Context: an optimization exercise on an open-source flow, tuned for small area, a short achievable clock period and few clock cycles. The choices shown serve that exercise and are no tape-out recipe. In this exercise RTL edits were held to simulation tests only and were not proved equivalent to the original. Power is estimated from default activity; no workload was simulated.

== harbor ==
==> flow/design.v <==
package slp_pkg;
  localparam logic [1:0] KIND_INSERT = 2'd0;
  localparam logic [1:0] KIND_DELETE = 2'd1;
  localparam logic [1:0] KIND_SHOW   = 2'd2;
  localparam logic [1:0] STATUS_DONE  = 2'd0;
  localparam logic [1:0] STATUS_FULL  = 2'd1;
  localparam logic [1:0] STATUS_EMPTY = 2'd2;
endpackage
module sorted_list_pool (
  input  logic        clk_i,
  input  logic        rst_ni,
  input  logic        start,
  input  logic [1:0]  in_kind,
  input  logic [31:0] in_value,
  output logic        busy,
  output logic        res_valid_o,
  output logic [1:0]  res_status,
  output logic [3:0]  res_slot,
  output logic [31:0] res_entry_value,
  output logic [4:0]  res_removed,
  output logic        res_last
);
  localparam int N = 16;
  function automatic logic sge(input logic [31:0] a, input logic [31:0] b);
    sge = $signed(a) >= $signed(b);
  endfunction
  function automatic logic [3:0] therm4(input logic [N-1:0] x);
    logic [3:0] t [2*N];
    for (int i = 0; i < N; i++) t[N+i] = {3'b000, x[i]};
    for (int i = N - 1; i >= 1; i--) begin
      for (int k = 0; k < 4; k++) begin
        t[i][k] = t[2*i][k] | t[2*i+1][k];
        for (int j = 0; j < k; j++) t[i][k] = t[i][k] | (t[2*i][j] & t[2*i+1][k-1-j]);
      end
    end
    therm4 = t[1];
  endfunction
  function automatic logic [2:0] popcnt4(input logic [3:0] x);
    popcnt4 = {2'b00, x[0]} + {2'b00, x[1]} + {2'b00, x[2]} + {2'b00, x[3]};
  endfunction
  function automatic logic [N-1:0] low_free(input logic [N-1:0] used);
    logic all_below;
    all_below = 1'b1;
    for (int i = 0; i < N; i++) begin
      low_free[i] = ~used[i] & all_below;
      all_below   = all_below & used[i];
    end
  endfunction
  logic          busy_q;
  logic          accept;
  assign accept = start && !busy_q;
  logic [N-1:0]  used_q, used_d;
  logic [31:0]   val_q [N];
  logic [N*N-1:0] m_q;              
  logic          a_vld_q;
  logic [1:0]    a_kind_q;
  logic [31:0]   a_val_q;
  logic [N-1:0]  ge_a, eq_a;
  for (genvar s = 0; s < N; s++) begin : g_cmp
    assign ge_a[s] = sge(val_q[s], a_val_q);
    assign eq_a[s] = (val_q[s] == a_val_q);
  end
  logic [N-1:0]  a_wr;
  assign a_wr = (a_vld_q && (a_kind_q == slp_pkg::KIND_INSERT)) ? low_free(used_d) : '0;
  for (genvar s = 0; s < N; s++) begin : g_val
    always_ff @(posedge clk_i) begin
      if (a_wr[s]) val_q[s] <= a_val_q;
    end
  end
  logic          b_vld_q;
  logic [1:0]    b_kind_q;
  logic [N-1:0]  ge_q, eq_q;        
  logic          shw_act_q;         
  logic [N-1:0]  cur_q;             
  logic is_ins, is_del, is_show, full, ins_ok;
  assign is_ins  = b_vld_q && (b_kind_q == slp_pkg::KIND_INSERT);
  assign is_del  = b_vld_q && (b_kind_q == slp_pkg::KIND_DELETE);
  assign is_show = (b_vld_q && (b_kind_q == slp_pkg::KIND_SHOW)) || shw_act_q;
  assign full    = &used_q;
  assign ins_ok  = is_ins && !full;
  logic [N-1:0]  fs_oh;
  assign fs_oh = low_free(used_q);
  logic [N-1:0]  sel;
  always_comb begin
    for (int s = 0; s < N; s++) begin
      sel[s] = cur_q[s];
      for (int t = 0; t < N; t++) begin
        if (t < s) begin
          if (cur_q[t] && m_q[t*N+s]) sel[s] = 1'b0;
        end else if (t > s) begin
          if (cur_q[t] && !m_q[s*N+t]) sel[s] = 1'b0;
        end
      end
    end
  end
  logic [3:0]    cur_th;
  assign cur_th = therm4(cur_q);
  logic [N-1:0]  del_mask;
  assign del_mask = used_q & eq_q;
  always_comb begin
    used_d = used_q;
    if (ins_ok)      used_d = used_q | fs_oh;
    else if (is_del) used_d = used_q & ~eq_q;
  end
  logic [3:0]    used_d_th;
  assign used_d_th = therm4(used_d);
  logic          shw_more;          
  assign shw_more = is_show && cur_th[1];
  always_ff @(posedge clk_i) begin
    for (int s = 0; s < N; s++) begin
      for (int t = s + 1; t < N; t++) begin
        if (ins_ok && fs_oh[s])      m_q[s*N+t] <= ge_q[t];
        else if (ins_ok && fs_oh[t]) m_q[s*N+t] <= ~ge_q[s];
      end
    end
  end
  logic          c_vld_q;
  logic [N-1:0]  c_oh_q;            
  logic [1:0]    c_status_q;
  logic          c_last_q;
  logic [2:0]    c_pc_q [4];        
  always_ff @(posedge clk_i or negedge rst_ni) begin
    if (!rst_ni) begin
      used_q    <= '0;
      cur_q     <= '0;
      a_vld_q   <= 1'b0;
      b_vld_q   <= 1'b0;
      shw_act_q <= 1'b0;
      busy_q    <= 1'b0;
      c_vld_q   <= 1'b0;
    end else begin
      used_q    <= used_d;
      cur_q     <= shw_more ? (cur_q & ~sel) : used_d;
      a_vld_q   <= accept;
      b_vld_q   <= a_vld_q;
      shw_act_q <= shw_more;
      busy_q    <= (accept && (in_kind == slp_pkg::KIND_SHOW))
                || (a_vld_q && (a_kind_q == slp_pkg::KIND_SHOW) && used_d_th[2])
                || (is_show && cur_th[3]);
      c_vld_q   <= b_vld_q || shw_act_q;
    end
  end
  always_ff @(posedge clk_i) begin
    a_kind_q  <= in_kind;
    a_val_q   <= in_value;
    b_kind_q  <= a_kind_q;
    ge_q      <= ge_a;
    eq_q      <= eq_a;
    c_oh_q     <= '0;
    c_status_q <= slp_pkg::STATUS_DONE;
    c_last_q   <= 1'b1;
    for (int i = 0; i < 4; i++) c_pc_q[i] <= '0;
    if (is_ins) begin
      if (full) c_status_q <= slp_pkg::STATUS_FULL;
      else      c_oh_q     <= fs_oh;
    end else if (is_del) begin
      for (int i = 0; i < 4; i++) c_pc_q[i] <= popcnt4(del_mask[4*i +: 4]);
    end else if (is_show) begin
      if (!cur_th[0]) begin
        c_status_q <= slp_pkg::STATUS_EMPTY;
      end else begin
        c_oh_q   <= sel;
        c_last_q <= !cur_th[1];
      end
    end
  end
  logic [31:0]   c_val;
  logic [3:0]    c_slot;
  always_comb begin
    c_val  = '0;
    c_slot = '0;
    for (int s = 0; s < N; s++) begin
      c_val  = c_val  | (c_oh_q[s] ? val_q[s] : 32'd0);
      c_slot = c_slot | (c_oh_q[s] ? 4'(s) : 4'd0);
    end
  end
  logic        out_vld_q;
  logic [1:0]  out_status_q;
  logic [3:0]  out_slot_q;
  logic [31:0] out_val_q;
  logic [4:0]  out_rem_q;
  logic        out_last_q;
  always_ff @(posedge clk_i or negedge rst_ni) begin
    if (!rst_ni) begin
      out_vld_q <= 1'b0;
    end else begin
      out_vld_q <= c_vld_q;
    end
  end
  always_ff @(posedge clk_i) begin
    out_status_q <= c_status_q;
    out_last_q   <= c_last_q;
    out_slot_q   <= c_slot;
    out_val_q    <= c_val;
    out_rem_q    <= ({2'b00, c_pc_q[0]} + {2'b00, c_pc_q[1]})
                  + ({2'b00, c_pc_q[2]} + {2'b00, c_pc_q[3]});
  end
  assign busy            = busy_q;
  assign res_valid_o     = out_vld_q;
  assign res_status      = out_status_q;
  assign res_slot        = out_slot_q;
  assign res_entry_value = out_val_q;
  assign res_removed     = out_rem_q;
  assign res_last        = out_last_q;
endmodule
export LEC_CHECK = 0
export CAP_MARGIN = 20
export CORE_MARGIN = 2
export CORE_UTILIZATION = 30
export SETUP_SLACK_MARGIN = 5
export SLEW_MARGIN = 20
export TNS_END_PERCENT = 10
create_clock -name core_clock -period 8.0 [get_ports {clk_i}]
run.sh (not shown) runs the stock make flow with config.mk's settings and CLKGATE_MAP_FILE= SYNTH_SCRIPT=/design/flow/synth_recipe.tcl, a recipe that flattens the netlist after the stock synthesis.
Testbench counts of harbor, summed over its fixed seeds: cycles 8,461.
--- input diff harbor..garnet ---
Settings: an added PLACE_DENSITY of 0.75; a change of CORE_UTILIZATION from 30 to 45; a deleted TNS_END_PERCENT that had been 10; an added CTS_CLUSTER_SIZE of 20; an added CTS_CLUSTER_DIAMETER of 133.
Findings:
- Per the comparison of garnet with harbor, core utilization increased by 16 points relative to the old numbers, vias after detailed routing flat.
- clkdlybuf4s50_1 as the master of the slowest instance on the critical path was reported by harbor, and or3b_4 by garnet.
- On count of multi-input combinational gates, garnet tracks harbor almost exactly.
- [compare] base=harbor new=garnet: fraction of area in multi-input gates increased 2.2 points, post-route fraction of the period consumed by the critical path now smaller.
- Sort garnet and harbor by part of the total power dissipated in sequential elements desc -> top: garnet
- Comparing cell area for garnet and harbor, the smaller number came from garnet.
- In garnet the slew at the pin closest to its max-slew limit turned out 0.15 ns lower than in harbor.
- In the tables for garnet and harbor, number of levels the H-tree was split into reads higher with harbor.
- garnet reports its worst setup path endpoint as val_q[15][10]$_DFFE_PP_ while harbor reports res_entry_value[27].
- On synthesized netlist cell count, garnet and harbor are neck and neck.
## Diff of input files: cedar against garnet
Settings: a deleted PLACE_DENSITY that had been 0.75; a change of CTS_CLUSTER_SIZE from 20 to 24.
==> comparison <==
Looking only at post-route minimum period, and setting everything else aside, the higher value of garnet and cedar goes to cedar.
Combinational cell fraction of total power came out higher on cedar than on garnet.
Between garnet and cedar, the flow reports DRC violation total after the first TritonRoute iteration decreasing by a little under 10%.
On post-layout instance area: cedar sits above garnet.
Edits applied to the flow inputs when going from cedar to yarrow:
Settings: CTS_CLUSTER_SIZE now 20, was 24.
### Flow results
Across both runs, number of cells upsized or downsized after cts was higher for yarrow than for cedar. Compared yarrow vs cedar, and arrival time at the worst endpoint is up in yarrow. Utilization essentially unchanged between yarrow and cedar. Status: final design instance area without fill parity (cedar, yarrow). Compared with cedar, in yarrow detailed-route vias per instance held steady, final critical delay including setup and external delays shrank by 0.062 ns.
The following lists how quartz was set up differently from yarrow:
Settings: CTS_CLUSTER_SIZE removed (was 20); CTS_CLUSTER_DIAMETER removed (was 133); CORE_UTILIZATION changed from 45 to 30.
NOTE number of vias in the routed layout yarrow->quartz increased slightly
Compared with yarrow, quartz shows a clock skew that is 0.012 ns higher.
quartz vs yarrow on overall die height: quartz is the higher one.
Across both runs, sequential share of layout area was lower for quartz than for yarrow.
| combinational cell power | higher: quartz |
[quartz vs yarrow] arrival time of the worst setup path: lower in quartz
Compared with yarrow, in quartz final clock period utilization by the worst path ~0 delta, achievable frequency ~0 delta.
Changes in sierra relative to quartz:
Settings: CTS_CLUSTER_DIAMETER: unset -> 133; CTS_CLUSTER_SIZE: unset -> 24.
==> comparison <==
Final critical-path share of the clock period, quartz and sierra, lower one = quartz. Higher number of buffers and inverters on the critical path was reported by sierra, not quartz. Delta (sierra minus quartz): register-to-register slack -0.04 ns; number of clock-tree buffers in the layout shrank by 53; aggregate routed wire length shows a reduction of about 1.5%; ratio of cells with drive above 1 in the final layout saw a decrease. quartz → sierra: overall power after layout lost 17%; number of antenna violations at the first check in global routing picked up an extra 1.

re-timing with driven ports:
How much do the figures lean on ideal ports? The routed layouts below were timed once more, with nothing changed but the port constraints.
Step 1 (the two cells are an assumption about what drives the block):
set clk [get_ports {clk_i}]
set_driving_cell -lib_cell sky130_fd_sc_hd__clkbuf_16 $clk
set_driving_cell -lib_cell sky130_fd_sc_hd__buf_2 [delete_from_list [all_inputs] $clk]
Step 2 moves the port delays by t, midway between the first and last clock arrival at a register: inputs arrive t later, outputs are due t later. That takes back most of the time a late clock gives input paths.
Three values: no drivers, after step 1, after step 2; two values: the first two.
| run | t, ns | slack for setup (ns) | hold slack, ns |
|---|---|---|---|
| harbor | 0.786 | 4.803 / 4.731 / 4.483 | 0.329 / 0.329 / 0.329 |
| garnet | 0.716 | 4.981 / 4.981 / 4.349 | 0.333 / 0.333 / 0.333 |
| cedar | 0.697 | 4.926 / 4.926 / 4.395 | 0.337 / 0.337 / 0.337 |
| yarrow | 0.706 | 4.988 / 4.988 / 4.393 | 0.335 / 0.335 / 0.335 |
| quartz | 0.792 | 4.996 / 4.959 / 4.585 | 0.328 / 0.328 / 0.328 |
| sierra | 0.725 | 4.959 / 4.958 / 4.589 | 0.342 / 0.342 / 0.342 |
After both steps setup and hold are still met in every run listed. The setup slack of garnet, which loses most, moves by 0.000 ns with the drivers and by -0.632 ns with both steps.
